Source: an optimization exercise on an open RTL-to-GDS flow (aim: small area and a short achievable clock period). Production flows keep margins and buffers that such runs may drop. The RTL was checked by simulation tests, not by an equivalence proof against the original design. Power and IR drop assume default switching activity.

--- design.v ---
`timescale 1ns/1ps
`default_nettype none
package decodePkg;
	typedef logic [31:0] word_t;     
	typedef logic [4:0]  regAddr_t;  
	typedef logic [4:0]  shamt_t;
	typedef logic [31:0] instr_t;
	localparam int       NUM_REGS    = 32;
	localparam regAddr_t LINK_REG    = 5'd31;  
	localparam word_t    LINK_OFFSET = 32'd4;
	localparam logic [5:0] OP_SPECIAL = 6'h00;
	localparam logic [5:0] OP_J       = 6'h02;
	localparam logic [5:0] OP_JAL     = 6'h03;
	localparam logic [5:0] OP_BEQ     = 6'h04;
	localparam logic [5:0] OP_BNE     = 6'h05;
	localparam logic [5:0] OP_BLEZ    = 6'h06;
	localparam logic [5:0] OP_BGTZ    = 6'h07;
	localparam logic [5:0] OP_ADDI    = 6'h08;
	localparam logic [5:0] OP_ADDIU   = 6'h09;
	localparam logic [5:0] OP_SLTI    = 6'h0a;
	localparam logic [5:0] OP_ANDI    = 6'h0c;
	localparam logic [5:0] OP_ORI     = 6'h0d;
	localparam logic [5:0] OP_XORI    = 6'h0e;
	localparam logic [5:0] OP_LUI     = 6'h0f;
	localparam logic [5:0] OP_LW      = 6'h23;
	localparam logic [5:0] OP_SW      = 6'h2b;
	localparam logic [5:0] FN_SLL  = 6'h00;
	localparam logic [5:0] FN_SRL  = 6'h02;
	localparam logic [5:0] FN_SRA  = 6'h03;
	localparam logic [5:0] FN_JR   = 6'h08;
	localparam logic [5:0] FN_ADD  = 6'h20;
	localparam logic [5:0] FN_ADDU = 6'h21;
	localparam logic [5:0] FN_SUB  = 6'h22;
	localparam logic [5:0] FN_SUBU = 6'h23;
	localparam logic [5:0] FN_AND  = 6'h24;
	localparam logic [5:0] FN_OR   = 6'h25;
	localparam logic [5:0] FN_XOR  = 6'h26;
	localparam logic [5:0] FN_NOR  = 6'h27;
	localparam logic [5:0] FN_SLT  = 6'h2a;
	localparam logic [5:0] FN_SLTU = 6'h2b;
	typedef enum logic [3:0] {
		ALU_ADD, ALU_ADDU, ALU_SUB, ALU_SUBU,
		ALU_AND, ALU_OR, ALU_XOR, ALU_NOR,
		ALU_SLT, ALU_SLTU,
		ALU_SLL, ALU_SRL, ALU_SRA,
		ALU_LUI
	} aluOp_t;
	typedef enum logic [2:0] {
		BR_NONE, BR_EQ, BR_NE, BR_LEZ, BR_GTZ
	} branchCond_t;
endpackage
`default_nettype wire
`timescale 1ns/1ps
`default_nettype none
module instrDecoder (
	input wire decodePkg::instr_t       instr,
	output decodePkg::aluOp_t           aluOp,
	output logic                        regWrite,
	output logic                        memRead,
	output logic                        memWrite,
	output logic                        memToReg,    
	output logic                        aluSrc,      
	output logic                        link,
	output logic                        jump,
	output logic                        jumpReg,
	output decodePkg::branchCond_t      branchCond,
	output decodePkg::regAddr_t         writeReg,
	output decodePkg::word_t            imm          
);
	logic [5:0] opcode;
	logic [5:0] funct;
	decodePkg::regAddr_t   rt;
	decodePkg::regAddr_t   rd;
	logic       immOp;     
	logic       zeroExt;
	logic       upperImm;  
	assign opcode = instr[31:26];
	assign funct  = instr[5:0];
	assign rt     = instr[20:16];
	assign rd     = instr[15:11];
	assign writeReg = (opcode == decodePkg::OP_SPECIAL) ? rd :
		((opcode == decodePkg::OP_JAL) ? decodePkg::LINK_REG : rt);
	always_comb begin
		aluOp      = decodePkg::ALU_ADD;
		regWrite   = 1'b0;
		memRead    = 1'b0;
		memWrite   = 1'b0;
		memToReg   = 1'b0;
		aluSrc     = 1'b0;
		link       = 1'b0;
		jump       = 1'b0;
		jumpReg    = 1'b0;
		branchCond = decodePkg::BR_NONE;
		immOp           = 1'b0;
		zeroExt         = 1'b0;
		upperImm        = 1'b0;
		case (opcode)
			decodePkg::OP_SPECIAL: begin
				regWrite = 1'b1;
				case (funct)
					decodePkg::FN_SLL:  aluOp = decodePkg::ALU_SLL;
					decodePkg::FN_SRL:  aluOp = decodePkg::ALU_SRL;
					decodePkg::FN_SRA:  aluOp = decodePkg::ALU_SRA;
					decodePkg::FN_ADD:  aluOp = decodePkg::ALU_ADD;
					decodePkg::FN_ADDU: aluOp = decodePkg::ALU_ADDU;
					decodePkg::FN_SUB:  aluOp = decodePkg::ALU_SUB;
					decodePkg::FN_SUBU: aluOp = decodePkg::ALU_SUBU;
					decodePkg::FN_AND:  aluOp = decodePkg::ALU_AND;
					decodePkg::FN_OR:   aluOp = decodePkg::ALU_OR;
					decodePkg::FN_XOR:  aluOp = decodePkg::ALU_XOR;
					decodePkg::FN_NOR:  aluOp = decodePkg::ALU_NOR;
					decodePkg::FN_SLT:  aluOp = decodePkg::ALU_SLT;
					decodePkg::FN_SLTU: aluOp = decodePkg::ALU_SLTU;
					decodePkg::FN_JR: begin
						regWrite = 1'b0;
						jump     = 1'b1;
						jumpReg  = 1'b1;
					end
					default: regWrite = 1'b0;  
				endcase
			end
			decodePkg::OP_J:    jump = 1'b1;
			decodePkg::OP_JAL: begin
				jump     = 1'b1;
				link     = 1'b1;
				regWrite = 1'b1;
			end
			decodePkg::OP_BEQ:  branchCond = decodePkg::BR_EQ;
			decodePkg::OP_BNE:  branchCond = decodePkg::BR_NE;
			decodePkg::OP_BLEZ: branchCond = decodePkg::BR_LEZ;
			decodePkg::OP_BGTZ: branchCond = decodePkg::BR_GTZ;
			decodePkg::OP_ADDI:  immOp = 1'b1;
			decodePkg::OP_ADDIU: begin
				immOp      = 1'b1;
				aluOp = decodePkg::ALU_ADDU;
			end
			decodePkg::OP_SLTI: begin
				immOp      = 1'b1;
				aluOp = decodePkg::ALU_SLT;
			end
			decodePkg::OP_ANDI: begin
				immOp      = 1'b1;
				zeroExt    = 1'b1;
				aluOp = decodePkg::ALU_AND;
			end
			decodePkg::OP_ORI: begin
				immOp      = 1'b1;
				zeroExt    = 1'b1;
				aluOp = decodePkg::ALU_OR;
			end
			decodePkg::OP_XORI: begin
				immOp      = 1'b1;
				zeroExt    = 1'b1;
				aluOp = decodePkg::ALU_XOR;
			end
			decodePkg::OP_LUI: begin
				immOp      = 1'b1;
				upperImm   = 1'b1;
				aluOp = decodePkg::ALU_LUI;
			end
			decodePkg::OP_LW: begin
				immOp         = 1'b1;
				memRead  = 1'b1;
				memToReg = 1'b1;
			end
			decodePkg::OP_SW: begin
				aluSrc   = 1'b1;
				memWrite = 1'b1;
			end
			default: ;  
		endcase
		if (immOp) begin
			aluSrc   = 1'b1;
			regWrite = 1'b1;
		end
	end
	always_comb begin
		if (upperImm)
			imm = {instr[15:0], 16'h0000};
		else if (zeroExt)
			imm = {16'h0000, instr[15:0]};
		else
			imm = {{16{instr[15]}}, instr[15:0]};
	end
endmodule
`default_nettype wire
`timescale 1ns/1ps
`default_nettype none
module operandFetch (
	input wire logic                 CLK,
	input wire decodePkg::instr_t    instr,
	input wire logic                 exWriteEn,
	input wire decodePkg::regAddr_t  exWriteReg,
	input wire decodePkg::word_t     exResult,
	input wire logic                 memWriteEn,
	input wire decodePkg::regAddr_t  memWriteReg,
	input wire decodePkg::word_t     memData,
	input wire logic                 wbWriteEn,
	input wire decodePkg::regAddr_t  wbWriteReg,
	input wire decodePkg::word_t     wbData,
	output decodePkg::word_t         opA,
	output decodePkg::word_t         rtValue
);
	decodePkg::word_t regFile [decodePkg::NUM_REGS];
	genvar r;
	generate
		for (r = 0; r < decodePkg::NUM_REGS; r++) begin : gRow
			always_ff @(posedge CLK) begin
				if (wbWriteEn && (wbWriteReg == 5'(r)))
					regFile[r] <= wbData;
			end
		end
	endgenerate
	logic [2:0]  fwdA, fwdB;    
	logic        fileA, fileB;
	logic [31:0] rowAlo, rowAhi, rowBlo, rowBhi;
	rowDecode decA (.src(instr[25:21]), .rowLo(rowAlo), .rowHi(rowAhi));
	rowDecode decB (.src(instr[20:16]), .rowLo(rowBlo), .rowHi(rowBhi));
	fwdSelect hitA (.src(instr[25:21]), .exWriteEn(exWriteEn), .exWriteReg(exWriteReg),
		.memWriteEn(memWriteEn), .memWriteReg(memWriteReg), .wbWriteEn(wbWriteEn),
		.wbWriteReg(wbWriteReg), .fwd(fwdA), .file(fileA));
	fwdSelect hitB (.src(instr[20:16]), .exWriteEn(exWriteEn), .exWriteReg(exWriteReg),
		.memWriteEn(memWriteEn), .memWriteReg(memWriteReg), .wbWriteEn(wbWriteEn),
		.wbWriteReg(wbWriteReg), .fwd(fwdB), .file(fileB));
	genvar b;
	generate
		for (b = 0; b < 32; b++) begin : gBit
			logic [31:0] col;
			for (r = 0; r < decodePkg::NUM_REGS; r++) begin : gCol
				assign col[r] = regFile[r][b];
			end
			readBit uA (.row(b < 16 ? rowAlo : rowAhi), .col(col), .fwd(fwdA), .ex(exResult[b]), .mem(memData[b]),
				.wb(wbData[b]), .file(fileA), .q(opA[b]));
			readBit uB (.row(b < 16 ? rowBlo : rowBhi), .col(col), .fwd(fwdB), .ex(exResult[b]), .mem(memData[b]),
				.wb(wbData[b]), .file(fileB), .q(rtValue[b]));
		end
	endgenerate
endmodule
module rowDecode (
	input wire logic [4:0] src,
	output logic [31:0]    rowLo,
	output logic [31:0]    rowHi
);
	logic [4:0] srcN;
	logic [3:0] hiN;
	logic [7:0] loN;
	genvar i;
	generate
		for (i = 0; i < 5; i++) begin : gInv
			inv u (.a(src[i]), .y(srcN[i]));
		end
		for (i = 0; i < 4; i++) begin : gHi
			nand2 u (.a(i[1] ? src[4] : srcN[4]), .b(i[0] ? src[3] : srcN[3]), .y(hiN[i]));
		end
		for (i = 0; i < 8; i++) begin : gLo
			nand3 u (.a(i[2] ? src[2] : srcN[2]), .b(i[1] ? src[1] : srcN[1]), .c(i[0] ? src[0] : srcN[0]),
				.y(loN[i]));
		end
		for (i = 0; i < 32; i++) begin : gRow
			nor2 uLo (.a(hiN[i/8]), .b(loN[i%8]), .y(rowLo[i]));
			nor2 uHi (.a(hiN[i/8]), .b(loN[i%8]), .y(rowHi[i]));
		end
	endgenerate
endmodule
module inv (
	input wire logic a,
	output logic     y
);
	assign y = !a;
endmodule
module nor2 (
	input wire logic a, b,
	output logic     y
);
	assign y = !(a || b);
endmodule
module fwdSelect (
	input wire logic [4:0] src,
	input wire logic       exWriteEn,
	input wire logic [4:0] exWriteReg,
	input wire logic       memWriteEn,
	input wire logic [4:0] memWriteReg,
	input wire logic       wbWriteEn,
	input wire logic [4:0] wbWriteReg,
	output logic [2:0]     fwd,
	output logic           file
);
	logic exHit, memHit, wbHit;
	assign exHit  = exWriteEn && (exWriteReg == src);
	assign memHit = memWriteEn && (memWriteReg == src);
	assign wbHit  = wbWriteEn && (wbWriteReg == src);
	assign fwd[0] = exHit;
	assign fwd[1] = memHit && !exHit;
	assign fwd[2] = wbHit && !exHit && !memHit;
	assign file   = !(exHit || memHit || wbHit);
endmodule
module readBit (
	input wire logic [31:0] row,
	input wire logic [31:0] col,
	input wire logic [2:0]  fwd,
	input wire logic        ex,
	input wire logic        mem,
	input wire logic        wb,
	input wire logic        file,
	output logic            q
);
	logic [10:0] ao;
	logic [2:0]  nd;
	logic        fwdN, fileN;
	genvar g;
	generate
		for (g = 0; g < 10; g++) begin : gAo
			aoi222 u (.a1(row[3*g]), .a2(col[3*g]), .b1(row[3*g+1]), .b2(col[3*g+1]),
				.c1(row[3*g+2]), .c2(col[3*g+2]), .y(ao[g]));
		end
	endgenerate
	aoi22  uLast (.a1(row[30]), .a2(col[30]), .b1(row[31]), .b2(col[31]), .y(ao[10]));
	nand4  uN0 (.a(ao[0]), .b(ao[1]), .c(ao[2]), .d(ao[3]), .y(nd[0]));
	nand4  uN1 (.a(ao[4]), .b(ao[5]), .c(ao[6]), .d(ao[7]), .y(nd[1]));
	nand3  uN2 (.a(ao[8]), .b(ao[9]), .c(ao[10]), .y(nd[2]));
	aoi222 uFwd (.a1(fwd[0]), .a2(ex), .b1(fwd[1]), .b2(mem), .c1(fwd[2]), .c2(wb), .y(fwdN));
	oai31  uSel (.a1(nd[0]), .a2(nd[1]), .a3(nd[2]), .b1(file), .y(fileN));
	nand2  uOut (.a(fwdN), .b(fileN), .y(q));
endmodule
module aoi222 (
	input wire logic a1, a2, b1, b2, c1, c2,
	output logic     y
);
	assign y = !((a1 && a2) || (b1 && b2) || (c1 && c2));
endmodule
module aoi22 (
	input wire logic a1, a2, b1, b2,
	output logic     y
);
	assign y = !((a1 && a2) || (b1 && b2));
endmodule
module oai31 (
	input wire logic a1, a2, a3, b1,
	output logic     y
);
	assign y = !((a1 || a2 || a3) && b1);
endmodule
module nand4 (
	input wire logic a, b, c, d,
	output logic     y
);
	assign y = !(a && b && c && d);
endmodule
module nand3 (
	input wire logic a, b, c,
	output logic     y
);
	assign y = !(a && b && c);
endmodule
module nand2 (
	input wire logic a, b,
	output logic     y
);
	assign y = !(a && b);
endmodule
`default_nettype wire
`timescale 1ns/1ps
`default_nettype none
module branchUnit (
	input wire decodePkg::word_t  opA,
	input wire decodePkg::word_t  opB,
	input wire decodePkg::word_t  pca,
	input wire decodePkg::word_t  cia,
	input wire decodePkg::instr_t instr,
	input wire decodePkg::branchCond_t ctrlBranchCond,
	input wire logic              ctrlJump,
	input wire logic              ctrlJumpReg,
	input wire decodePkg::word_t  ctrlImm,
	output logic                  takenBranch,
	output decodePkg::word_t      nextPc
);
	logic [7:0] condMet;
	decodePkg::word_t target;
	branchCond cond (.opA(opA), .opB(opB), .branchCond(ctrlBranchCond), .condMet(condMet));
	assign target = pca + {{14{instr[15]}}, instr[15:0], 2'b00};
	logic selJr, selJ, selSeq;
	decodePkg::word_t jumpTarget;
	assign selJr      = ctrlJumpReg;
	assign selJ       = ctrlJump && !ctrlJumpReg;
	assign selSeq     = !ctrlJump;
	assign jumpTarget = {cia[31:28], instr[25:0], 2'b00};    
	genvar i;
	generate
		for (i = 0; i < 32; i++) begin : gPc
			logic fallN, tN;
			if (i < 2) begin : gLow
				aoi22 uF (.a1(selJr), .a2(opA[i]), .b1(selSeq), .b2(pca[i]), .y(fallN));
			end else begin : gHigh
				aoi222 uF (.a1(selJr), .a2(opA[i]), .b1(selJ), .b2(jumpTarget[i]), .c1(selSeq), .c2(pca[i]),
					.y(fallN));
			end
			nand2 uT (.a(condMet[i/4]), .b(target[i]), .y(tN));
			oai21 uO (.a1(condMet[i/4]), .a2(fallN), .b1(tN), .y(nextPc[i]));
		end
	endgenerate
	or2 uTaken (.a(condMet[0]), .b(ctrlJump), .y(takenBranch));
endmodule
module branchCond (
	input wire decodePkg::word_t       opA,
	input wire decodePkg::word_t       opB,
	input wire decodePkg::branchCond_t branchCond,
	output logic [7:0]                 condMet
);
	logic [31:0] same;
	logic [7:0]  grpDiff, grpZero;
	logic [3:0]  octSame;
	logic [1:0]  halfDiff, halfNonZero;
	logic isEq, isNe, isLez, isGtz;
	genvar i;
	generate
		for (i = 0; i < 32; i++) begin : gSame
			xnor2 u (.a(opA[i]), .b(opB[i]), .y(same[i]));
		end
		for (i = 0; i < 8; i++) begin : gGrp
			nand4 uD (.a(same[4*i]), .b(same[4*i+1]), .c(same[4*i+2]), .d(same[4*i+3]), .y(grpDiff[i]));
			nor4  uZ (.a(opA[4*i]), .b(opA[4*i+1]), .c(opA[4*i+2]), .d(opA[4*i+3]), .y(grpZero[i]));
		end
		for (i = 0; i < 4; i++) begin : gOct
			nor2 u (.a(grpDiff[2*i]), .b(grpDiff[2*i+1]), .y(octSame[i]));
		end
		for (i = 0; i < 2; i++) begin : gHalf
			nand2 uD (.a(octSame[2*i]), .b(octSame[2*i+1]), .y(halfDiff[i]));
			nand4 uZ (.a(grpZero[4*i]), .b(grpZero[4*i+1]), .c(grpZero[4*i+2]), .d(grpZero[4*i+3]),
				.y(halfNonZero[i]));
		end
		for (i = 0; i < 8; i++) begin : gFinal
			condFinal u (.isEq(isEq), .isNe(isNe), .isLez(isLez), .isGtz(isGtz), .sign(opA[31]),
				.halfDiff(halfDiff), .halfNonZero(halfNonZero), .condMet(condMet[i]));
		end
	endgenerate
	assign isEq  = (branchCond == decodePkg::BR_EQ);
	assign isNe  = (branchCond == decodePkg::BR_NE);
	assign isLez = (branchCond == decodePkg::BR_LEZ);
	assign isGtz = (branchCond == decodePkg::BR_GTZ);
endmodule
module condFinal (
	input wire logic       isEq, isNe, isLez, isGtz, sign,
	input wire logic [1:0] halfDiff,
	input wire logic [1:0] halfNonZero,
	output logic           condMet
);
	logic diff, nonZero;
	assign diff     = halfDiff[0] || halfDiff[1];
	assign nonZero  = halfNonZero[0] || halfNonZero[1];
	logic other;
	assign other    = (isLez && (sign || !nonZero)) || (isGtz && !sign && nonZero);
	assign condMet  = diff ? (isNe || other) : (isEq || other);
endmodule
module xnor2 (
	input wire logic a, b,
	output logic     y
);
	assign y = !(a ^ b);
endmodule
module nor4 (
	input wire logic a, b, c, d,
	output logic     y
);
	assign y = !(a || b || c || d);
endmodule
module oai21 (
	input wire logic a1, a2, b1,
	output logic     y
);
	assign y = !((a1 || a2) && b1);
endmodule
module or2 (
	input wire logic a, b,
	output logic     y
);
	assign y = a || b;
endmodule
`default_nettype wire
`timescale 1ns/1ps
`default_nettype none
module idexRegister (
	input wire logic              CLK,
	input wire logic              RESET,
	input wire logic              freeze,
	input wire decodePkg::word_t  opA,
	input wire decodePkg::word_t  rtValue,
	input wire decodePkg::word_t  pca,
	input wire decodePkg::instr_t instr,
	input wire decodePkg::aluOp_t ctrlAluOp,
	input wire logic              ctrlRegWrite,
	input wire logic              ctrlMemRead,
	input wire logic              ctrlMemWrite,
	input wire logic              ctrlMemToReg,
	input wire logic              ctrlAluSrc,
	input wire logic              ctrlLink,
	input wire decodePkg::regAddr_t ctrlWriteReg,
	input wire decodePkg::word_t  ctrlImm,
	output decodePkg::word_t      aOut,
	output decodePkg::word_t      bOut,
	output decodePkg::word_t      storeData,
	output decodePkg::regAddr_t   writeReg,
	output logic                  writeBack,
	output logic                  memRead,
	output logic                  memWrite,
	output logic                  memToReg,
	output decodePkg::aluOp_t     aluOp,
	output decodePkg::shamt_t     shamt
);
	decodePkg::word_t aNext;
	decodePkg::word_t bNext;
	logic  writeBackNext;
	always_comb begin
		if (ctrlLink) begin
			aNext = pca;
			bNext = decodePkg::LINK_OFFSET;
		end else begin
			aNext = opA;
			bNext = ctrlAluSrc ? ctrlImm : rtValue;
		end
	end
	assign writeBackNext = (ctrlRegWrite && (ctrlWriteReg != '0)) || ctrlMemToReg;
	always_ff @(posedge CLK or negedge RESET) begin
		if (!RESET) begin
			aOut      <= '0;
			bOut      <= '0;
			storeData <= '0;
			writeReg  <= '0;
			writeBack <= 1'b0;
			memRead   <= 1'b0;
			memWrite  <= 1'b0;
			memToReg  <= 1'b0;
			aluOp     <= decodePkg::ALU_ADD;
			shamt     <= '0;
		end else if (!freeze) begin
			aOut      <= aNext;
			bOut      <= bNext;
			storeData <= rtValue;
			writeReg  <= ctrlWriteReg;
			writeBack <= writeBackNext;
			memRead   <= ctrlMemRead;
			memWrite  <= ctrlMemWrite;
			memToReg  <= ctrlMemToReg;
			aluOp     <= ctrlAluOp;
			shamt     <= instr[10:6];
		end
	end
endmodule
`default_nettype wire
`timescale 1ns/1ps
`default_nettype none
module decodeStage (
	input wire logic                CLK,
	input wire logic                RESET,
	input wire logic                freeze,
	input wire decodePkg::instr_t   instr,
	input wire decodePkg::word_t    pca,          
	input wire decodePkg::word_t    cia,          
	input wire decodePkg::word_t    exResult,
	input wire logic                memWriteEn,
	input wire decodePkg::regAddr_t memWriteReg,
	input wire decodePkg::word_t    memData,
	input wire logic                wbWriteEn,
	input wire decodePkg::regAddr_t wbWriteReg,
	input wire decodePkg::word_t    wbData,
	output logic                    takenBranch,
	output decodePkg::word_t        nextPc,
	output decodePkg::word_t        aOut,
	output decodePkg::word_t        bOut,
	output decodePkg::word_t        storeData,
	output decodePkg::regAddr_t     writeReg,
	output logic                    writeBack,
	output logic                    memRead,
	output logic                    memWrite,
	output logic                    memToReg,
	output decodePkg::aluOp_t       aluOp,
	output decodePkg::shamt_t       shamt
);
	decodePkg::word_t opA;
	decodePkg::word_t rtValue;
	decodePkg::aluOp_t      ctrlAluOp;
	logic        ctrlRegWrite;
	logic        ctrlMemRead;
	logic        ctrlMemWrite;
	logic        ctrlMemToReg;
	logic        ctrlAluSrc;
	logic        ctrlLink;
	logic        ctrlJump;
	logic        ctrlJumpReg;
	decodePkg::branchCond_t ctrlBranchCond;
	decodePkg::regAddr_t    ctrlWriteReg;
	decodePkg::word_t       ctrlImm;
	instrDecoder decoder (
		.instr (instr),
		.aluOp      (ctrlAluOp),
		.regWrite   (ctrlRegWrite),
		.memRead    (ctrlMemRead),
		.memWrite   (ctrlMemWrite),
		.memToReg   (ctrlMemToReg),
		.aluSrc     (ctrlAluSrc),
		.link       (ctrlLink),
		.jump       (ctrlJump),
		.jumpReg    (ctrlJumpReg),
		.branchCond (ctrlBranchCond),
		.writeReg   (ctrlWriteReg),
		.imm        (ctrlImm)
	);
	operandFetch fetch (
		.CLK         (CLK),
		.instr       (instr),
		.exWriteEn   (writeBack),
		.exWriteReg  (writeReg),
		.exResult    (exResult),
		.memWriteEn  (memWriteEn),
		.memWriteReg (memWriteReg),
		.memData     (memData),
		.wbWriteEn   (wbWriteEn),
		.wbWriteReg  (wbWriteReg),
		.wbData      (wbData),
		.opA         (opA),
		.rtValue     (rtValue)
	);
	branchUnit branch (
		.opA         (opA),
		.opB         (rtValue),
		.pca         (pca),
		.cia         (cia),
		.instr       (instr),
		.ctrlBranchCond (ctrlBranchCond),
		.ctrlJump    (ctrlJump),
		.ctrlJumpReg (ctrlJumpReg),
		.ctrlImm     (ctrlImm),
		.takenBranch (takenBranch),
		.nextPc      (nextPc)
	);
	idexRegister idex (
		.CLK       (CLK),
		.RESET     (RESET),
		.freeze    (freeze),
		.opA       (opA),
		.rtValue   (rtValue),
		.pca       (pca),
		.instr     (instr),
		.ctrlAluOp    (ctrlAluOp),
		.ctrlRegWrite (ctrlRegWrite),
		.ctrlMemRead  (ctrlMemRead),
		.ctrlMemWrite (ctrlMemWrite),
		.ctrlMemToReg (ctrlMemToReg),
		.ctrlAluSrc   (ctrlAluSrc),
		.ctrlLink     (ctrlLink),
		.ctrlWriteReg (ctrlWriteReg),
		.ctrlImm      (ctrlImm),
		.aOut      (aOut),
		.bOut      (bOut),
		.storeData (storeData),
		.writeReg  (writeReg),
		.writeBack (writeBack),
		.memRead   (memRead),
		.memWrite  (memWrite),
		.memToReg  (memToReg),
		.aluOp     (aluOp),
		.shamt     (shamt)
	);
endmodule
`default_nettype wire
--- flow/run.sh ---
#!/bin/bash
# Standard layout, except that the port buffers are the smallest plain buffer
# (the resizer still upsizes any that need more drive).
set -euo pipefail
bash standard.sh synth > flow_synth.log 2>&1
bash standard.sh "BUFFER_PORTS_ARGS=-buffer_cell sky130_fd_sc_hd__buf_1" finish > flow_layout.log 2>&1
--- standard.sh ---
#!/bin/bash
# synth_recipe.tcl (not shown) runs the flow's synth.tcl, then flattens the netlist and writes it again
# the make line also repeats each setting of config.mk as NAME=value (left out here)
make -C /OpenROAD-flow-scripts/flow DESIGN_CONFIG=/design/flow/config.mk WORK_HOME=/design/flow/orfs CLKGATE_MAP_FILE= SYNTH_SCRIPT=/design/flow/synth_recipe.tcl "${@:-finish}"
--- config.mk ---
export PLATFORM = sky130hd
export DESIGN_NAME = decodeStage
export DESIGN_NICKNAME = decodeStage
export VERILOG_FILES = /design/flow/design.v
export SDC_FILE = /design/flow/constraint.sdc
export NUM_CORES = 4
export LEC_CHECK = 0
export CAP_MARGIN = 20
export CORE_MARGIN = 2
export CORE_UTILIZATION = 50
export CTS_BUF_LIST = sky130_fd_sc_hd__clkbuf_8
export GPL_TIMING_DRIVEN = 0
export SETUP_SLACK_MARGIN = 1.0
export SLEW_MARGIN = 20
export SYNTH_HIERARCHICAL = 1
--- constraint.sdc ---
create_clock -name core_clock -period 8.0 [get_ports {CLK}]
set_input_delay 1.6000 -clock core_clock [delete_from_list [all_inputs] [get_ports {CLK}]]
set_output_delay 1.6000 -clock core_clock [all_outputs]
set_load 0.01 [all_outputs]
==> run notes, run 1 <==
status complete, but fails checks; SO Faults max-capacitance violations, max-slew violations; Fin. Hold Viols 0; nets 4417; Peak VDD IR 173 uV; Fmax 133 MHz; drt via density 7.46; minimum clock period 7490 ps; cell taking the most area after synthesis edfxtp_1; crit path kind in2out; CP Max Fanout 16; Final Util 63.8%; vias in the first global route 41251; die area 104000 sq um; Yosys reg bits 1138; Worst R2R Setup Slack 4700 ps; RSZ-0062 raised after global routing true; post-synthesis cell count 3324; startpoint types input pin; Finished Layout Cells 5696; Synth top cells by count edfxtp_1 (1024), a222oi_1 (734), nand2_1 (203); CTS tree built; first-pass GRT wire length 289000 um; power per cell area 211 nW/um^2; # fillers 7308; Worst R2R Path Depth 10; most common cell in the netlist edfxtp_1; DRC violation count after routing 0; CP required 6400 ps; period utilisation layout 93.7%; Core Rows 116; root buffer cell clkbuf_8; number of vias in the routed layout 42474; slew margin rel. -8.36%; Synth top area share 60.5%; worst hold start idex.aOut[12]; Placer Congestion 0.952; total gr overflow 0; worst reg2reg path endpoint idex.bOut[2]; crit end category output pin; # clock sinks 1138; Total Routing Usage GR 38.7%; remaining antenna violation count after routing 0; Pins Over Slew Limit 9; clock latency (worst-skew pair) 910 ps; origin of the critical flop-to-flop path idex.writeReg[2]; CTS HTree Levels 4; Die W 323 um; Synth warnings 10; end of the worst hold path idex.aOut[12]; predominant post-synthesis flop cell edfxtp_1; DR iter-0 viols 9707; worst hold stages 2; pin count of the biggest net entering global routing 35; clock edge transition at the registers on the reported setup and hold paths 50 ps; most area-consuming cells after synthesis edfxtp_1 (60%), a222oi_1 (14%), dfrtp_1 (5.6%); Core Area 100000 sq um; placed instance count 5186; wire length per cell 36.5 um; post-DP HPWL 145000 um; unique cell type count in the Yosys netlist 85; DRT Pass-1 Iters 14; number of synthesized flops with an enable pin 1024; PortBufs 325; Tightest Hold Check Type reg2reg; Max Cap Viol 1; # IOs 354; final WL 208000 um; Die H 323 um; share of flip-flops with an asynchronous set or reset 10.0%; Worst-Margin Slew 1620 ps; number of clock buffers inserted by TritonCTS 187; Critical Path AT 5890 ps; area grow syn2layout 25.9%; sequential area share after synthesis 66.1%; mapped cell area 50800 sq um; Clock Path Buffers 3; Final setup viols 0; LEAKAGE 21.1 nW; share of layout cells above drive strength 1 29.6%; Synthesized Nets 3561; Worst Clk Skew 55.7 ps; initial antenna violation count 10; Mapped Avg Cell Area 15.3 sq um; Starting Density 50.6%
what timing repair did:
action	CTS	global route
endpoints found under the hold margin	0	0
endpoints found under the setup margin	33	33
hold buffers	0	0
gates cloned	7	1
setup buffers	108	46
pin swaps	187	160
resized for setup	324	151
modules after synthesis (local to each module, per instance), excerpt:
module        flip-flops and latches  cells inside  cell area, sq um
fwdSelect                          0            25               196
oai21                              0             1              5.00
nor4                               0             1              12.5
nor2                               0             1              3.75
aoi22                              0             1              12.5
oai31                              0             1              12.5
inv                                0             1              3.75
idexRegister                     114           389              4870
nand3                              0             1              5.00
operandFetch                    1024          1074             31000
routing by layer:
metal,share of wire [%],global-route usage (%)
met1,34,47.5
met2,46,61.8
met3,15,14.2
met4,5.2,16.5
met5,0.10,0
state kept, by name, summed over array words and instances (netlist names):
| name | flops |
|---|---|
| fetch.regFile | 1024 |
| idex.aOut | 32 |
| idex.bOut | 32 |
| idex.storeData | 32 |
| idex.shamt | 5 |
| idex.writeReg | 5 |
| idex.aluOp | 4 |
| idex.memRead | 1 |
| idex.memToReg | 1 |
| idex.memWrite | 1 |
| idex.writeBack | 1 |
layout make-up:
cell class	instances	area, sq um	share of cell area, %
Sequential cell	1138	33600	52.5
Multi-Input combinational cell	2108	18900	29.6
Timing Repair Buffer	661	5800	9.06
Clock buffer	194	2670	4.17
Tap cell	1357	1700	2.65
Clock inverter	149	803	1.25
Buffer	57	392	0.612
Inverter	27	139	0.217
Antenna cell	5	12.5	0.0195
stage by stage:
stage          hold WS (ps)  TNS, ps  setup slack [ps]  instance area, sq um  total power [mW]
4_1_cts                 489        0               781                 63000              13.4
2_1_floorplan           516        0              1060                 50900              7.65
3_5_place_dp            475   -45260             -1670                 57300              8.44
5_1_grt                 513        0               497                 64000              13.9
3_3_place_gp            467   -84490             -2840                 53800              8.34
6_report                483        0               505                 64000              13.5
worst max-delay path, stage by stage:
cell and delay (ps):
buf_16 160, clkinvlp_4 240, nand3_4 250, buf_4 190
nor2_2 170, a222oi_1 470, nand4_1 420, o31ai_2 360
nand2_2 200, nor4_4 320, nand4_1 150, buf_6 170
o21bai_4 170, mux2i_4 330, nand3_4 210, o21ai_1 250
buf_2 190
cell families (layout without fill, tap and decap cells):
family,Yosys count,in the layout,share of synthesized area [%]
xor+xnor,92,92,1.58
compound gates,1110,1110,20.8
buf+inv,84,1088,0.969
fa+ha+maj,30,30,0.753
flops,1138,1138,66.1
mux,120,120,2.48
other cells,0,5,0
simple gates,750,756,7.29
worst max-delay path by stage:
stage / depth (start not counted) / end / from
after CTS: 19 / nextPc[23] / instr[22]
after global routing: 21 / nextPc[10] / instr[20]
final: 17 / nextPc[3] / instr[23]
after detailed placement: 16 / nextPc[3] / instr[22]
after floorplan: 13 / takenBranch / instr[18]
after global placement: 15 / nextPc[3] / instr[20]
cell usage in the layout, fill, tap and decap left out, types with 71 or more instances in the layout:
master / instances
buf_2: 71
clkbuf_8: 194
a222oi_1: 734
buf_1: 248
buf_8: 77
nand2_2: 74
buf_4: 159
nand3_1: 76
nand4_1: 145
nor2_2: 94
dfrtp_1: 114
buf_6: 73
edfxtp_1: 1024
nand2_1: 106
nor2_4: 73
power breakdown:
group          internal (mW)  leakage, nW  switching, mW
registers               6.66         10.6          0.112
logic                  0.665         8.49           1.21
clock network           2.40         1.94           2.44
==> run 2: changes to the inputs <==
--- a/config.mk
+++ b/config.mk
@@ -9,7 +9,7 @@
 export CORE_MARGIN = 2
 export CORE_UTILIZATION = 50
 export CTS_BUF_LIST = sky130_fd_sc_hd__clkbuf_8
-export GPL_TIMING_DRIVEN = 0
+export GPL_TIMING_DRIVEN = 1
 export SETUP_SLACK_MARGIN = 1.0
 export SLEW_MARGIN = 20
 export SYNTH_HIERARCHICAL = 1
==> run 2 against run 1 <==
The run now finishes clean. Count of clock-buffer cells in the layout decreased by 1. Register-to-register slack gained 190 ps. Synthesized cell count stayed put. Global-route usage down 1.1 points. Core utilization decreased by 2.1 points. Combinational power decreased by 3%. Clock skew down 30 ps. Wire length is 2.5% lower. Fmax rose by 0.59%. Largest cell class unchanged.
==> run notes, run 2 <==
status finished clean; # IOs 354; Die W 323 um; minimum clock period 7450 ps; main combinational cell family by area after synthesis compound AO/OA/AOI/OAI gates; clock edge transition at the registers on the reported setup and hold paths 60 ps; Die H 323 um; startpoint types input pin; clock latency (worst-skew pair) 870 ps; Synth top cells by count edfxtp_1 (1024), a222oi_1 (734), nand2_1 (203); pin count of the biggest net entering global routing 68; post-route cell area 62000 sq um; power per cell area 214 nW/um^2; Gate power share 13.8%; post-DP HPWL 135000 um; Core Rows 116; initial antenna violation count 8; Worst R2R Path Depth 13; CP required 6400 ps; most area-consuming cells after synthesis edfxtp_1 (60%), a222oi_1 (14%), dfrtp_1 (5.6%); Peak VDD IR 128 uV; switching share of power 27.1%; post-synthesis xor/xnor area fraction 1.58%; Synth warnings 10; Worst-Margin Slew 1140 ps; leading cell type in the layout, fill and taps excluded edfxtp_1; sequential area share after synthesis 66.1%; wire length per cell 35.6 um; worst hold start idex.aOut[29]; worst reg2reg path endpoint idex.storeData[28]; Starting Density 50.6%; final WL 203000 um; mapped cell area 50800 sq um; number of vias in the routed layout 41963; complex-gate fraction of the synthesized area 20.8%; PortBufs 325; cell taking the most area after synthesis edfxtp_1; DR iter-0 viols 10087; CTS HTree Levels 4; DRT Pass-1 Iters 14; final hold slack 482 ps; Worst Clk Skew 25.9 ps; DRC violation count after routing 0; first-pass GRT wire length 281000 um; root buffer cell clkbuf_8; Critical Path AT 5850 ps; Worst R2R Setup Slack 4890 ps; Tightest Hold Check Type reg2reg; period utilisation layout 93.1%; Clock power frac 35.3%; number of synthesized flops with an enable pin 1024; remaining antenna violation count after routing 0; Placer Congestion 0.976; max reg flops 1024; Yosys reg bits 1138; Final setup viols 0; share of flip-flops with an asynchronous set or reset 10.0%; Placed Area 56300 sq um; nets 4437; Core Area 100000 sq um; CP Max Fanout 9; slew margin rel. 23.7%; Int Power 9.66 mW; sequential share of power 50.9%; Total Routing Usage GR 37.7%; total gr overflow 0; Synthesized Nets 3561; Post-CTS Hold Fix Bufs 0; worst setup path end takenBranch; Fin. Hold Viols 0; Fmax 134 MHz; Post-Synth Adder-Cell Area 0.753%; post-synthesis cell count 3324; CTS tree built; crit path kind in2out; crit end category output pin; Post-Synth Simple-Gate Area 7.29%; Max Cap Viol 0; Switch Pwr 3.59 mW; # clock sinks 1138; number of clock buffers inserted by TritonCTS 183; die area 104000 sq um; vias in the first global route 40487; Pins Over Slew Limit 0; drt via density 7.36; Worst Setup SP instr[17]; LEAKAGE 20.7 nW; Mapped Avg Cell Area 15.3 sq um; post-synthesis mux area share 2.48%; area grow syn2layout 21.9%; RSZ-0062 raised after global routing true; largest register by flop count fetch.regFile; Clock Path Buffers 3; share of layout cells above drive strength 1 26.7%; predominant post-synthesis flop cell edfxtp_1; Synth top area share 60.5%; commonest cells after routing, fill and taps aside edfxtp_1 (1024), a222oi_1 (734), buf_4 (352); unique cell type count in the Yosys netlist 85; # fillers 7696; most common cell in the netlist edfxtp_1; origin of the critical flop-to-flop path idex.writeReg[3]
## run 2: cell types whose count changed in the layout (fill, tap and decap cells not counted), moves of 17 or more
cell | previous run | this run
nand2_2 | 74 | 55
nor2_4 | 73 | 42
buf_2 | 71 | 33
nor2_2 | 94 | 54
buf_16 | 38 | 2
buf_1 | 248 | 280
buf_4 | 159 | 352
buf_6 | 73 | 46
buf_8 | 77 | 9
clkbuf_1 | 17 | 0
nor2_1 | 32 | 103
nand2_1 | 106 | 133
## run 2: repair_timing
action	4_1_cts	5_1_grt
setup buffers	57	35
pin swaps	179	61
endpoints found under the setup margin	33	33
gates resized for setup	292	112
cloned	7	2
endpoints found under the hold margin	0	0
## run 2: power groups by stage
| stage | clock [mW] | combinational [mW] | sequential, mW |
|---|---|---|---|
| floorplan | 0 | 0.744 | 6.90 |
| global placement | 0 | 1.55 | 6.86 |
| detailed placement | 0 | 1.57 | 6.87 |
| CTS | 4.71 | 1.72 | 6.75 |
| global route | 4.97 | 1.91 | 6.76 |
| finish | 4.67 | 1.83 | 6.75 |
## run 2: how the worst min path moves through the flow
stage                          endpoint  slack, ps  cells past startpoint
after detailed placement  idex.aOut[30]        470                      2
after global placement    idex.aOut[30]        470                      2
after floorplan            idex.aOut[0]        520                      2
after global routing      idex.aOut[25]        510                      2
after CTS                 idex.aOut[30]        490                      2
final                     idex.aOut[29]        480                      2
## run 2: area by class of cell
class | instances | area [sq um] | area share (%)
antenna | 3 | 7.51 | 0.0121
clock buffer | 193 | 2660 | 4.29
clock inverter | 130 | 658 | 1.06
inverter | 27 | 109 | 0.176
multi-input combinational | 2102 | 18200 | 29.4
sequential | 1138 | 33600 | 54.2
tap | 1357 | 1700 | 2.74
timing repair buffer | 748 | 5040 | 8.14
## run 2: kinds of logic (layout without fill, tap and decap cells)
family                   count (synthesis)  after routing
adder cells (fa/ha/maj)                 30             30
buffers and inverters                   84           1098
XOR/XNOR                                92             92
AO/OA/AOI/OAI                         1110           1110
flip-flops                            1138           1138
other                                    0              3
AND/OR/NAND/NOR                        750            750
multiplexers                           120            120
## run 2: critical path: stages
cell	delay, ps
buf_1	100
buf_6	170
buf_4	150
buf_8	140
xor2_1	160
nor4_1	350
and3_4	300
nor3_4	50
buf_6	150
buf_6	120
a222oi_1	680
nand2_1	140
buf_6	160
xnor2_2	110
nand4_1	100
nor2_1	120
nand2_2	130
clkbuf_16	200
o21ai_0	240
nand3_2	140
buf_12	170
or2_1	220
buf_1	140
## run 2: through the flow
| stage | power (mW) | util (%) | TNS (ps) | setup slack, ps | instances |
|---|---|---|---|---|---|
| floorplan | 7.65 | - | 0 | 1060 | 3324 |
| global placement | 8.41 | 56.1 | -3670 | -247 | 5271 |
| detailed placement | 8.44 | 56.1 | -3160 | -199 | 5271 |
| CTS | 13.2 | 61.0 | 0 | 849 | 5658 |
| global route | 13.6 | 61.7 | 0 | 531 | 5696 |
| finish | 13.3 | 61.7 | 0 | 549 | 5698 |
## run 2: routing by layer
metal	part of all wire, %	vias up	wire length (um)	global-route usage [%]
met5	0.029	-	59	0
met4	4.4	10	8900	15.2
met3	15	584	31000	12.4
met2	44	3557	89900	58.0
met1	36	20768	72700	49.3
li1	-	17044	-	-
## run 2: per-module statistics from Yosys, one instance, submodules excluded, excerpt
module | flip-flops and latches | area (sq um) | times used | cells
aoi22 | 0 | 12.5 | 66 | 1
aoi222 | 0 | 10.0 | 734 | 1
branchUnit | 0 | 1760 | 1 | 237
fwdSelect | 0 | 196 | 2 | 25
idexRegister | 114 | 4870 | 1 | 389
instrDecoder | 0 | 785 | 1 | 119
inv | 0 | 3.75 | 10 | 1
nor2 | 0 | 3.75 | 132 | 1
oai21 | 0 | 5.00 | 32 | 1
or2 | 0 | 6.26 | 1 | 1
==> run 3: changes to the inputs <==
--- a/config.mk
+++ b/config.mk
@@ -5,11 +5,11 @@
 export SDC_FILE = /design/flow/constraint.sdc
 export NUM_CORES = 4
 export LEC_CHECK = 0
-export CAP_MARGIN = 20
+export CAP_MARGIN = 40
 export CORE_MARGIN = 2
 export CORE_UTILIZATION = 50
 export CTS_BUF_LIST = sky130_fd_sc_hd__clkbuf_8
 export GPL_TIMING_DRIVEN = 1
 export SETUP_SLACK_MARGIN = 1.0
-export SLEW_MARGIN = 20
+export SLEW_MARGIN = 40
 export SYNTH_HIERARCHICAL = 1
==> run 3 against run 2 <==
Largest power group unchanged. Count of clock-buffer cells in the layout shrank 6. First-iteration DRC count shrank 4.5%. Sequential cell count is the same. Total power grew 0.56%. Register-to-register slack lost 80 ps. Global-route usage grew 0.18 points. Worst hold slack is essentially flat. Worst setup slack gained 160 ps. Clock skew grew 20 ps. Largest cell class unchanged. Critical path type unchanged. Still clean. Synthesized cell count is the same. Sequential power is essentially flat. Highest routed layer unchanged.
==> run notes, run 3 <==
Core Area 100000 sq um; sequential area share after synthesis 66.1%; # fillers 7693; Worst-Margin Slew 900 ps; nets 4432; post-DP HPWL 136000 um; crit path kind in2out; worst slack, placed -106 ps; share of layout cells above drive strength 1 27.6%; placed instance count 5275; Die W 323 um; Pins Over Slew Limit 0; number of synthesized flops with an enable pin 1024; status finished clean; commonest cells after routing, fill and taps aside edfxtp_1 (1024), a222oi_1 (734), buf_4 (332); predominant post-synthesis flop cell edfxtp_1; clock edge transition at the registers on the reported setup and hold paths 50 ps; Total Routing Usage GR 37.9%; initial antenna violation count 10; Worst Clk Skew 45.8 ps; DRT Pass-1 Iters 14; max incr delay on CP 510 ps; post-synthesis cell count 3324; Die H 323 um; Max Cap Viol 0; CP delay by family, top simple AND/OR/NAND/NOR gates; vias in the first global route 40764; Synth top cells by count edfxtp_1 (1024), a222oi_1 (734), nand2_1 (203); Critical-path top delay cell nand4_1; fin worst setup slack 705 ps; # clock sinks 1138; drt via density 7.36; CP Max Fanout 16; number of clock buffers inserted by TritonCTS 184; area grow syn2layout 22.8%; Starting Density 50.6%; CTS HTree Levels 4; Yosys reg bits 1138; largest register by flop count fetch.regFile; number of vias in the routed layout 42048; Setup TNS 0 ps; Critical Path AT 5700 ps; period utilisation layout 91.2%; cell mode on critical path buf_6; power per cell area 213 nW/um^2; Finished Layout Cells 5711; unique cell type count in the Yosys netlist 85; Core Rows 116; Final setup viols 0; WP buf/inv 8; Synth top area share 60.5%; Placed Area 56500 sq um; most common cell in the netlist edfxtp_1; RSZ-0062 raised after global routing true; cell taking the most area after synthesis edfxtp_1; Synth warnings 10; total gr overflow 0; Peak VDD IR 142 uV; leading cell type in the layout, fill and taps excluded edfxtp_1; DRC violation count after routing 0; crit end category output pin; remaining antenna violation count after routing 0; most area-consuming cells after synthesis edfxtp_1 (60%), a222oi_1 (14%), dfrtp_1 (5.6%); first-pass GRT wire length 282000 um; DR iter-0 viols 9633; pin count of the biggest net entering global routing 68; mapped cell area 50800 sq um; wire length per cell 35.7 um; final WL 204000 um; Tightest Hold Check Type reg2reg; slew margin rel. 39.9%; startpoint types input pin; LEAKAGE 20.8 nW; max reg flops 1024; # IOs 354; CTS tree built; Fin. Hold Viols 0; Placer Congestion 0.976; Synthesized Nets 3561; CP required 6400 ps; minimum clock period 7300 ps; post-route cell area 62400 sq um; Mapped Avg Cell Area 15.3 sq um; PortBufs 325; root buffer cell clkbuf_8; Fmax 137 MHz; share of flip-flops with an asynchronous set or reset 10.0%; die area 104000 sq um; clock latency (worst-skew pair) 880 ps; Cell Chain, Critical Path buf_2 -> buf_12 -> clkinvlp_4 -> nand3_2 -> buf_6 -> nor2_1 -> buf_6 -> a222oi_1 -> nand4_1 -> o31ai_4 -> nand2_2 -> xnor2_2 -> nand4_1 -> nor2_4 -> nand2_4 -> buf_8 -> nor2_2 -> nand2_2 -> nand3_4 -> buf_12 -> nand2_4 -> o21ai_4 -> buf_6; Clock Path Buffers 3
==> run 3: logic make-up (layout without fill, tap and decap cells) <==
group | after synthesis | count (layout) | synth area share [%]
muxes | 120 | 120 | 2.48
adders and majority gates | 30 | 30 | 0.753
AOI/OAI and AO/OA | 1110 | 1110 | 20.8
and+or+nand+nor | 750 | 750 | 7.29
xor gates and xnor gates | 92 | 92 | 1.58
DFF | 1138 | 1138 | 66.1
buffers and inverters | 84 | 1109 | 0.969
other | 0 | 5 | 0
==> run 3: worst paths after layout <==
path | startpoint | end | slack, ps | depth (start not counted)
setup / recovery | instr[17] | nextPc[27] | 700 | 23
setup reg to reg | idex.writeReg[2] | idex.storeData[22] | 4810 | 11
min in group asynchronous | RESET | idex.aOut[19] | 830 | 1
max in group asynchronous | RESET | idex.aOut[10] | 6080 | 2
hold reg to reg | idex.aOut[12] | idex.aOut[12] | 480 | 2
hold / removal | idex.aOut[12] | idex.aOut[12] | 480 | 2
==> run 3: power breakdown <==
part	leakage [nW]	switching (mW)	total (mW)	internal (mW)
sequential	10.6	0.0971	6.75	6.65
combinational	8.26	1.19	1.85	0.664
clock	1.95	2.39	4.72	2.33
total	20.8	3.67	13.3	9.65
==> run 3: worst register-to-register path, stage by stage, from the launching register on <==
cell and delay (ps):
dfrtp_1 430, xor2_1 190, nor4_2 280, and3_2 270, buf_12 190, nor2b_2 70, buf_12 180, a222oi_1 600
nand2_1 270, buf_4 210, buf_4 140, mux2_2 250
==> run 3: area by class of cell <==
| cell class | instances | area, sq um | area share (%) |
|---|---|---|---|
| Sequential cell | 1138 | 33600 | 53.8 |
| Multi-Input combinational cell | 2102 | 18400 | 29.5 |
| Timing Repair Buffer | 742 | 5160 | 8.27 |
| Clock buffer | 187 | 2570 | 4.12 |
| Tap cell | 1357 | 1700 | 2.72 |
| Clock inverter | 153 | 832 | 1.33 |
| Inverter | 27 | 119 | 0.190 |
| Antenna cell | 5 | 12.5 | 0.0200 |
==> run 3: per-module statistics from Yosys, one instance, submodules excluded, a selection <==
module | times used | flops+latches | cells
branchUnit | 1 | 0 | 237
condFinal | 8 | 0 | 6
nor4 | 8 | 0 | 1
or2 | 1 | 0 | 1
operandFetch | 1 | 1024 | 1074
nand3 | 80 | 0 | 1
branchCond | 1 | 0 | 4
inv | 10 | 0 | 1
nor2 | 132 | 0 | 1
==> run 3: timing repair <==
action / in CTS / in global routing
setup buffers: 54 / 27
setup endpoints to repair: 33 / 33
hold buffers: 0 / 0
gates cloned: 8 / 2
pin swaps: 160 / 101
resized for setup: 301 / 142
==> run 3: through the flow <==
| stage | power, mW | hold WS (ps) | utilization, % |
|---|---|---|---|
| floorplan | 7.65 | 516 | - |
| global placement | 8.41 | 466 | 56.1 |
| detailed placement | 8.45 | 473 | 56.2 |
| CTS | 13.3 | 487 | 61.2 |
| global route | 13.7 | 504 | 62.1 |
| finish | 13.3 | 483 | 62.1 |
==> run 3: metal layers <==
layer / vias to the layer above / track usage [%] / part of all wire, %
met5: - / 0 / 0.039
met4: 12 / 15.1 / 4.1
met3: 544 / 12.8 / 15
met2: 3489 / 59.0 / 45
met1: 20933 / 48.8 / 35
li1: 17070 / - / -
==> run 4: changes to the inputs <==
--- a/config.mk
+++ b/config.mk
@@ -10,6 +10,6 @@
 export CORE_UTILIZATION = 50
 export CTS_BUF_LIST = sky130_fd_sc_hd__clkbuf_8
 export GPL_TIMING_DRIVEN = 1
-export SETUP_SLACK_MARGIN = 1.0
+export SETUP_SLACK_MARGIN = 2.0
 export SLEW_MARGIN = 40
 export SYNTH_HIERARCHICAL = 1
==> run 4 against run 3 <==
Global-route usage about the same. Worst hold slack improved by 1.4 ps. First-iteration DRC count increased by 0.99%. Worst setup slack got worse by 4.3 ps. Synthesized cell count stayed put. Design area up 1.7%. Sequential power hardly changed. Critical path depth down 4. Count of clock-buffer cells in the layout grew 3. Area after synthesis unchanged. Clock power rose by 2%. Critical endpoint is now takenBranch. Largest cell class unchanged. Highest routed layer unchanged.
==> run notes, run 4 <==
CTS HTree Levels 4; mapped cell area 50800 sq um; unique cell type count in the Yosys netlist 85; Switch Pwr 3.66 mW; Synth top cells by count edfxtp_1 (1024), a222oi_1 (734), nand2_1 (203); max reg flops 1024; root buffer cell clkbuf_8; Worst Setup SP instr[16]; DRC violation count after routing 0; wire length per cell 35.3 um; crit end category output pin; Total Routing Usage GR 37.8%; Gate power share 14.2%; Tightest Hold Check Type reg2reg; share of flip-flops with an asynchronous set or reset 10.0%; CP Max Fanout 16; pin count of the biggest net entering global routing 79; Synth top area share 60.5%; # IOs 354; worst hold start idex.aOut[5]; leading cell type in the layout, fill and taps excluded edfxtp_1; Core Rows 116; commonest cells after routing, fill and taps aside edfxtp_1 (1024), a222oi_1 (734), buf_4 (382); first-pass GRT wire length 283000 um; total gr overflow 0; Clock power frac 35.7%; Final setup viols 0; Setup TNS 0 ps; origin of the critical flop-to-flop path idex.writeReg[2]; nets 4518; RSZ-0062 raised after global routing true; Critical Path AT 5700 ps; Starting Density 50.6%; LEAKAGE 21.5 nW; Finished Layout Cells 5784; most area-consuming cells after synthesis edfxtp_1 (60%), a222oi_1 (14%), dfrtp_1 (5.6%); power per cell area 213 nW/um^2; remaining antenna violation count after routing 0; # clock sinks 1138; startpoint types input pin; area grow syn2layout 24.9%; Core Area 100000 sq um; slew margin rel. 38.8%; worst setup path end takenBranch; placed instance count 5329; PortBufs 325; Post-CTS Hold Fix Bufs 0; Worst Clk Skew 48.3 ps; worst reg2reg path endpoint idex.bOut[2]; Placed Area 57300 sq um; status finished clean; largest register by flop count fetch.regFile; post-synthesis cell count 3324; vias in the first global route 41378; Synthesized Nets 3561; switching share of power 27.1%; predominant post-synthesis flop cell edfxtp_1; DRT Pass-1 Iters 13; Synth warnings 10; crit path kind in2out; final WL 204000 um; number of vias in the routed layout 42692; Mapped Avg Cell Area 15.3 sq um; share of layout cells above drive strength 1 29.5%; Worst R2R Path Depth 12; Placer Congestion 0.998; most common cell in the netlist edfxtp_1; worst slack, placed 74.6 ps; sequential share of power 50.1%; Yosys reg bits 1138; DR iter-0 viols 9728; Die W 323 um; minimum clock period 7300 ps; initial antenna violation count 17; Worst-Margin Slew 916 ps; clock edge transition at the registers on the reported setup and hold paths 70 ps; Max Cap Viol 0; number of clock buffers inserted by TritonCTS 184; number of synthesized flops with an enable pin 1024; Worst R2R Setup Slack 4850 ps; post-DP HPWL 136000 um; CP required 6400 ps; Fmax 137 MHz; drt via density 7.38; die area 104000 sq um; Peak VDD IR 144 uV; clock latency (worst-skew pair) 910 ps; CTS tree built; Pins Over Slew Limit 0; Die H 323 um; Clock Path Buffers 3; Fin. Hold Viols 0; Int Power 9.85 mW; cell taking the most area after synthesis edfxtp_1; period utilisation layout 91.2%; fin worst setup slack 701 ps; post-route cell area 63500 sq um; sequential area share after synthesis 66.1%
[run 4: worst min path at each step]
stage | end | cells past startpoint | slack [ps]
2_1_floorplan | idex.aOut[0] | 2 | 520
3_3_place_gp | idex.aOut[29] | 2 | 460
3_5_place_dp | idex.aOut[5] | 2 | 470
4_1_cts | idex.aOut[30] | 2 | 490
5_1_grt | idex.aOut[22] | 2 | 500
6_report | idex.aOut[5] | 2 | 480
[run 4: critical path: stages]
cell,delay [ps]
buf_6,110
clkinvlp_4,190
nand3_2,210
buf_12,170
nor2_1,80
buf_12,150
a222oi_1,680
nand4_1,370
o31ai_2,360
nand2_2,160
xnor2_2,200
nand4_1,100
nor2_1,120
buf_4,180
nand2_4,130
o21ai_4,250
nand3_4,180
or2_1,270
buf_2,140
[run 4: layout make-up]
type | count | area, sq um
sequential | 1138 | 33600
antenna | 8 | 20.0
tap | 1357 | 1700
multi-input combinational | 2104 | 18500
inverter | 27 | 123
clock inverter | 134 | 835
fill | 7570 | 36900
clock buffer | 190 | 2620
timing repair buffer | 826 | 6100
[run 4: kinds of logic (layout without fill, tap and decap cells)]
kind of cell / after synthesis / after routing / share of synthesized area [%]
adders and majority gates: 30 / 30 / 0.753
and+or+nand+nor: 750 / 752 / 7.29
AOI/OAI and AO/OA: 1110 / 1110 / 20.8
other: 0 / 8 / 0
DFF: 1138 / 1138 / 66.1
buffers and inverters: 84 / 1177 / 0.969
muxes: 120 / 120 / 2.48
xor gates and xnor gates: 92 / 92 / 1.58
[run 4: routing by layer]
metal / global-route usage, % / share of wire [%] / vias to the layer above
met5: 0 / 0.056 / -
met4: 16.0 / 4.6 / 16
met3: 13.6 / 15 / 595
met2: 58.5 / 45 / 3720
met1: 48.3 / 35 / 21145
li1: - / - / 17216
[run 4: per-module statistics from Yosys, one instance, submodules excluded, excerpt]
module        cells  area [sq um]  times used  flip-flops and latches
operandFetch   1074         31000           1                    1024
fwdSelect        25           196           2                       0
aoi222            1          10.0         734                       0
nand4             1          6.26         138                       0
nor4              1          12.5           8                       0
condFinal         6          35.0           8                       0
instrDecoder    119           785           1                       0
or2               1          6.26           1                       0
aoi22             1          12.5          66                       0
oai31             1          12.5          64                       0
branchUnit      237          1760           1                       0
oai21             1          5.00          32                       0
nor2              1          3.75         132                       0
[run 4: power groups by stage]
| stage | Sequential (mW) | Clock, mW | Combinational, mW |
|---|---|---|---|
| 6_report | 6.76 | 4.82 | 1.92 |
| 5_1_grt | 6.77 | 5.14 | 2.00 |
| 4_1_cts | 6.76 | 4.87 | 1.79 |
| 3_5_place_dp | 6.88 | 0 | 1.63 |
| 3_3_place_gp | 6.87 | 0 | 1.60 |
| 2_1_floorplan | 6.90 | 0 | 0.752 |
[run 4: stage by stage]
step | hold WS [ps] | power (mW) | utilization (%)
3_5_place_dp | 473 | 8.51 | 57.0
3_3_place_gp | 463 | 8.47 | 56.8
6_report | 484 | 13.5 | 63.2
4_1_cts | 489 | 13.4 | 62.4
5_1_grt | 504 | 13.9 | 63.2
2_1_floorplan | 516 | 7.66 | -
[run 4: repair_timing]
item / 4_1_cts / 5_1_grt
buffers inserted: 60 / 46
gates cloned: 12 / 4
endpoints found under the setup margin: 33 / 33
gates resized for setup: 330 / 91
pin swaps: 191 / 104
hold endpoints to repair: 0 / 0
==> run 5: changes to the inputs <==
--- a/config.mk
+++ b/config.mk
@@ -10,6 +10,6 @@
 export CORE_UTILIZATION = 50
 export CTS_BUF_LIST = sky130_fd_sc_hd__clkbuf_8
 export GPL_TIMING_DRIVEN = 1
-export SETUP_SLACK_MARGIN = 2.0
+export SETUP_SLACK_MARGIN = 0.5
 export SLEW_MARGIN = 40
 export SYNTH_HIERARCHICAL = 1
==> run 5 against run 4 <==
Still clean. Clock skew fell by 1.5 ps. Die area did not move. Largest power group unchanged. Largest cell class unchanged. Wire length fell by 1.7%. Global-route usage fell by 0.43 points. Combinational power fell by 11%. Synthesized cell count did not move. Core utilization fell by 2.8 points.
==> run notes, run 5 <==
crit end category output pin; Synth top area share 60.5%; Synth warnings 10; first-pass GRT wire length 278000 um; total gr overflow 0; nets 4346; most area-consuming cells after synthesis edfxtp_1 (60%), a222oi_1 (14%), dfrtp_1 (5.6%); # clock sinks 1138; Max Cap Viol 0; Final setup viols 0; period utilisation layout 93.6%; # fillers 7934; Worst Clk Skew 46.8 ps; Core Area 100000 sq um; CTS tree built; pin count of the biggest net entering global routing 71; number of clock buffers inserted by TritonCTS 188; share of layout cells above drive strength 1 23.3%; commonest cells after routing, fill and taps aside edfxtp_1 (1024), a222oi_1 (734), buf_4 (292); wire length per cell 35.8 um; Pwr Total 13.3 mW; drt via density 7.40; number of synthesized flops with an enable pin 1024; DRT Pass-1 Iters 14; max reg flops 1024; complex-gate fraction of the synthesized area 20.8%; most common cell in the netlist edfxtp_1; Die H 323 um; Fmax 133 MHz; Tightest Hold Check Type reg2reg; vias in the first global route 39862; unique cell type count in the Yosys netlist 85; status finished clean; startpoint types input pin; initial antenna violation count 13; leading cell type in the layout, fill and taps excluded edfxtp_1; Post-Synth Simple-Gate Area 7.29%; Starting Density 50.6%; predominant post-synthesis flop cell edfxtp_1; Core Rows 116; Synth top cells by count edfxtp_1 (1024), a222oi_1 (734), nand2_1 (203); CTS HTree Levels 4; root buffer cell clkbuf_8; Critical Path AT 5890 ps; final WL 201000 um; clock edge transition at the registers on the reported setup and hold paths 50 ps; placed instance count 5248; Setup TNS 0 ps; share of flip-flops with an asynchronous set or reset 10.0%; PortBufs 325; # IOs 354; slew margin rel. 39.6%; power per cell area 220 nW/um^2; Yosys reg bits 1138; post-synthesis xor/xnor area fraction 1.58%; mapped cell area 50800 sq um; worst slack, placed -134 ps; DR iter-0 viols 9734; remaining antenna violation count after routing 0; post-DP HPWL 134000 um; sequential area share after synthesis 66.1%; minimum clock period 7490 ps; Mapped Avg Cell Area 15.3 sq um; die area 104000 sq um; Peak VDD IR 144 uV; area grow syn2layout 19.4%; largest register by flop count fetch.regFile; number of vias in the routed layout 41588; Clock Path Buffers 3; Post-Synth Adder-Cell Area 0.753%; Worst-Margin Slew 903 ps; main combinational cell family by area after synthesis compound AO/OA/AOI/OAI gates; CP required 6400 ps; post-synthesis mux area share 2.48%; DRC violation count after routing 0; Pins Over Slew Limit 0; Total Routing Usage GR 37.4%; Synthesized Nets 3561; Finished Layout Cells 5617; clock latency (worst-skew pair) 880 ps; Worst R2R Setup Slack 4930 ps; LEAKAGE 20.1 nW; Placer Congestion 0.957; Fin. Hold Viols 0; cell taking the most area after synthesis edfxtp_1; crit path kind in2out; CP Max Fanout 8; fin worst setup slack 509 ps; post-synthesis cell count 3324; RSZ-0062 raised after global routing true; Die W 323 um
-- run 5: cell count changes in the layout (fill, tap and decap cells not counted), moves of 14 or more --
cell     change
buf_2       -15
buf_4       -90
inv_1       +15
nand2_2     -20
nor2_1      +30
o21ai_2     -14
nand2_1     +42
nor2_4      -22
o21ai_1     +19
buf_12      -26
buf_6       -57
nand2_4     -21
-- run 5: Yosys stat by module, one instance, submodules excluded, excerpt --
module        cells  area (sq um)  times used  flip-flops and latches
operandFetch   1074         31000           1                    1024
instrDecoder    119           785           1                       0
fwdSelect        25           196           2                       0
condFinal         6          35.0           8                       0
branchCond        4          32.5           1                       0
aoi22             1          12.5          66                       0
aoi222            1          10.0         734                       0
xnor2             1          8.76          32                       0
or2               1          6.26           1                       0
nand4             1          6.26         138                       0
oai21             1          5.00          32                       0
nand3             1          5.00          80                       0
nor2              1          3.75         132                       0
nand2             1          3.75         106                       0
-- run 5: per-stage QoR --
step	cell area (sq um)	hold WS [ps]	utilization, %
global route	60700	509	60.4
global placement	56100	466	55.9
detailed placement	56300	473	56.1
floorplan	50900	516	-
CTS	60100	486	59.8
finish	60700	481	60.4
-- run 5: what timing repair did --
action | 4_1_cts | 5_1_grt
hold buffers | 0 | 0
gates resized for setup | 62 | 106
buffers inserted | 2 | 24
gates cloned | 0 | 1
pin swaps | 30 | 75
endpoints found under the setup margin | 33 | 33
-- run 5: kinds of logic (layout without fill, tap and decap cells) --
family          after synthesis  count (layout)
other cells                   0               5
xor+xnor                     92              92
simple gates                750             750
fa+ha+maj                    30              30
flops                      1138            1138
compound gates             1110            1110
mux                         120             120
buf+inv                      84            1015
-- run 5: final timing paths --
path,from,to,depth (start not counted)
hold / removal,idex.aOut[0],idex.aOut[0],2
hold reg to reg,idex.aOut[0],idex.aOut[0],2
min in group asynchronous,RESET,idex.bOut[23],1
setup reg to reg,idex.writeReg[2],idex.bOut[2],11
max in group asynchronous,RESET,idex.storeData[8],2
setup / recovery,instr[21],nextPc[4],20
-- run 5: metal layers --
layer | track usage (%) | part of all wire (%)
met5 | 0 | 0.067
met4 | 13.9 | 4.0
met3 | 13.6 | 16
met2 | 58.1 | 45
met1 | 48.1 | 35
-- run 5: where the power goes --
| part | switching (mW) | internal [mW] | leakage, nW |
|---|---|---|---|
| Combinational | 1.13 | 0.567 | 7.41 |
| Sequential | 0.0990 | 6.66 | 10.6 |
| Clock | 2.39 | 2.50 | 2.04 |
| Total | 3.62 | 9.72 | 20.1 |
-- run 5: worst max-delay path: stages --
cell,delay (ps)
buf_2,160
buf_6,180
nand3_1,120
buf_6,180
nor2_2,140
buf_4,180
a222oi_1,330
nand4_1,490
o31ai_2,470
nand2_1,170
nor4_4,370
nand4_1,160
buf_6,180
o21bai_1,180
mux2i_1,290
nand3_2,160
buf_4,200
nand2_1,90
o21ai_2,70
clkbuf_2,150
-- run 5: cell type report --
| type | count | area, sq um | area share, % |
|---|---|---|---|
| Timing Repair Buffer | 652 | 4070 | 6.70 |
| Multi-Input combinational cell | 2102 | 17700 | 29.1 |
| Clock inverter | 141 | 841 | 1.39 |
| Clock buffer | 195 | 2680 | 4.42 |
| Sequential cell | 1138 | 33600 | 55.4 |
| Antenna cell | 5 | 12.5 | 0.0206 |
| Inverter | 27 | 101 | 0.167 |
| Tap cell | 1357 | 1700 | 2.80 |

## re-timing with driven ports
The flow's constraints put no driver on any port. The routed layouts listed below were extracted and timed again, unchanged, in two steps.
Step 1: set_driving_cell puts a clkbuf_16 on CLK and a buf_2 on each other input, an assumption about the parent block.
Step 2 adds t to the input delays and takes it off the output delays; t is the mean of the earliest and latest rising clock arrival at the registers after step 1. Input paths then give back, and output paths get back, about the clock's delay inside the block.
Slacks: ideal ports / drivers / drivers and shift; pairs: ideal ports / drivers.
run	t (ns)	slack for setup (ns)	hold slack, ns	worst register clock-pin slew, ns
run 1	0.949	0.505 / 0.419 / 0.419	0.483 / 0.483 / 0.483	0.07 / 0.07
run 2	0.925	0.549 / 0.525 / 0.525	0.482 / 0.482 / 0.482	0.07 / 0.07
run 3	0.918	0.705 / 0.679 / 0.679	0.483 / 0.483 / 0.483	0.07 / 0.07
run 4	0.955	0.701 / 0.648 / 0.648	0.484 / 0.484 / 0.484	0.07 / 0.07
run 5	0.922	0.509 / 0.483 / 0.483	0.481 / 0.481 / 0.481	0.07 / 0.07
For run 1, which loses most, drivers alone change the setup slack by -0.086 ns; drivers and shift together by -0.086 ns.
